Background: an optimization exercise with open tools, aiming at small area, a short achievable clock period and few clock cycles. Do not read the settings as production practice. Only simulation tests tie the RTL to the original design; equivalence was not proved.

rev 12:
## dlx_ex_top
module dlx_ex_top (
    input  logic      clk,
    input  logic      rst_n,
    input  logic      issue_valid,
    input  dlx_pkg::func_t issue_func,
    input  dlx_pkg::reg_idx_t issue_rd,
    input  dlx_pkg::reg_idx_t issue_rs1,
    input  dlx_pkg::reg_idx_t issue_rs2,
    input  dlx_pkg::word_t issue_imm,
    input  logic      issue_use_imm,
    output logic      stall,
    output logic      wb_valid,
    output dlx_pkg::reg_idx_t wb_rd,
    output dlx_pkg::word_t wb_data
);
Size: about 11,000 cells after synthesis, roughly 96 I/O pins, ~100,000 um2 of cells after synthesis.
export LEC_CHECK = 0
export ABC_AREA = 1
export CAP_MARGIN = 20
export CORE_MARGIN = 2
export CORE_UTILIZATION = 35
export CTS_CLUSTER_DIAMETER = 100
export CTS_CLUSTER_SIZE = 20
export PLACE_DENSITY = 0.5
export SETUP_SLACK_MARGIN = 5
export SLEW_MARGIN = 20
create_clock -name core_clock -period 8.0 [get_ports {clk}]
standard.sh (not shown) runs the stock make flow with config.mk's settings and CLKGATE_MAP_FILE= SYNTH_SCRIPT=/design/flow/synth_recipe.tcl, a recipe that flattens the netlist after the stock synthesis.
==> flow/flow/run.sh <==
#!/bin/bash
# Own layout flow: the standard flow (standard.sh: the standard synthesis,
# then ORFS through finish) with one change: buffer_ports builds the port
# buffers from sky130_fd_sc_hd__buf_4 instead of the delay buffer it picks by
# default, so that timing repair can resize them like any other buffer.
set -euo pipefail
export BUFFER_PORTS_ARGS="-buffer_cell sky130_fd_sc_hd__buf_4"
bash standard.sh finish > standard_flow.log 2>&1
Testbench counts of rev 12, summed over its fixed seeds: cycles 3,565.
The following lists how rev 13 was set up differently from rev 12:
--- a/flow/design.v
+++ b/flow/design.v
@@ -4522,20 +4522,18 @@
     logic        ir_ui;
     logic        e_v;
     logic        e_wr;
     logic [4:0]  e_rd;
     logic        e_mult;
     logic        e_hi;
     logic        e_add, e_sub, e_and, e_or, e_xor, e_sh, e_sll, e_sra, e_slt, e_sltu, e_lhi;
     logic [31:0] e_a;
     logic [31:0] e_b;
-    logic [31:0] em_a;
-    logic [31:0] em_b;
     logic        e_a_r1, e_a_r2, e_a_r3, e_a_o, e_b_r1, e_b_r2, e_b_r3, e_b_o;
     logic        v1, wr1, mult1, hi1;
     logic [4:0]  rd1;
     logic [31:0] r1;
     logic        v2, wr2, mult2, hi2;
     logic [4:0]  rd2;
     logic [31:0] r2;
     logic        v3, wr3;
     logic [4:0]  rd3;
@@ -4717,20 +4715,18 @@
         e_xor  <= (ir_func == 6'h26);
         e_sh   <= d_shift;
         e_sll  <= (ir_func == 6'h04);
         e_sra  <= (ir_func == 6'h07);
         e_slt  <= (ir_func == 6'h2a);
         e_sltu <= (ir_func == 6'h3a);
         e_lhi  <= d_lhi;
         e_a    <= d_a;
         e_b    <= d_b;
-        em_a   <= d_a & {32{d_mult}};
-        em_b   <= d_b & {32{d_mult}};
         e_a_r1 <= fx_a && q_me_a;
         e_a_r2 <= fx_a && !q_me_a && q_m1_a;
         e_a_r3 <= fx_a && !q_me_a && !q_m1_a && q_m2_a;
         e_a_o  <= !(fx_a && (q_me_a || q_m1_a || q_m2_a));
         e_b_r1 <= fx_b && q_me_b;
         e_b_r2 <= fx_b && !q_me_b && q_m1_b;
         e_b_r3 <= fx_b && !q_me_b && !q_m1_b && q_m2_b;
         e_b_o  <= !(fx_b && (q_me_b || q_m1_b || q_m2_b));
     end
@@ -4756,20 +4752,20 @@
         .c_sll  (e_sll),
         .c_sra  (e_sra),
         .c_slt  (e_slt),
         .c_sltu (e_sltu),
         .c_lhi  (e_lhi),
         .result (alu_res)
     );
     booth_mult u_mult (
         .clk     (clk),
-        .a       (em_a),
-        .b       (em_b),
+        .a       (e_a),
+        .b       (e_b),
         .product (product)
     );
     always_ff @(posedge clk or negedge rst_n)
     begin
         if (!rst_n)
         begin
             v1  <= 1'b0;
             wr1 <= 1'b0;
             v2  <= 1'b0;
--- outcome ---
Rev 13 | stages: all done | timing, DRC, antenna: all pass. Wire length in rev 13 vs rev 12: down 21,000 um. Between rev 12 and rev 13, the flow reports combined area of all synthesized cells decreasing slightly. As far as filler-free cell count of the finished design is concerned, rev 13 and rev 12 perform about the same. | synthesized cell count | rev 12 vs rev 13 | ≈ equal |. Compared with rev 12, rev 13 shows number of rows in the core area that has gone down slightly. As far as core utilization is concerned, rev 13 and rev 12 perform about the same. On rev 13: final weighted congestion in routability-driven placement is 0.96% lower than what rev 12 gave. On number of antenna repair diodes: between rev 13 and rev 12, it ends up higher for rev 13. Diff rev 12 -> rev 13: post-route standard cell area excluding fillers fell by 1.3%, clock-cell share of area stayed essentially flat, count of plain and timing-repair buffers in the layout rose by 21.
Testbench counts of rev 13, summed over its fixed seeds: cycles 3,565.

-- what the ideal ports hide --
Ports are ideal in the flow. The routed layouts listed here were re-timed in OpenROAD.
Step 1 assumes that a clkbuf_16 drives the clock port and a buf_2 every other input.
Step 2 moves the port delays by t, midway between the first and last clock arrival at a register: inputs arrive t later, outputs are due t later. That takes back most of the time a late clock gives input paths.
Slacks: ideal / step 1 / step 2; pairs: ideal / step 1.
run	t, ns	setup slack, ns	hold WS [ns]	latest minus earliest clock arrival (ns)	worst slew at a driven data input, ns
rev 12	0.973	4.848 / 4.848 / 4.420	0.332 / 0.332 / 0.332	0.160 / 0.160	0.06
rev 13	1.013	4.760 / 4.760 / 4.421	0.326 / 0.326 / 0.326	0.100 / 0.100	0.10
After both steps every run listed still meets setup and hold. For rev 12, which loses most, drivers alone change the setup slack by 0.000 ns; drivers and shift together by -0.428 ns.
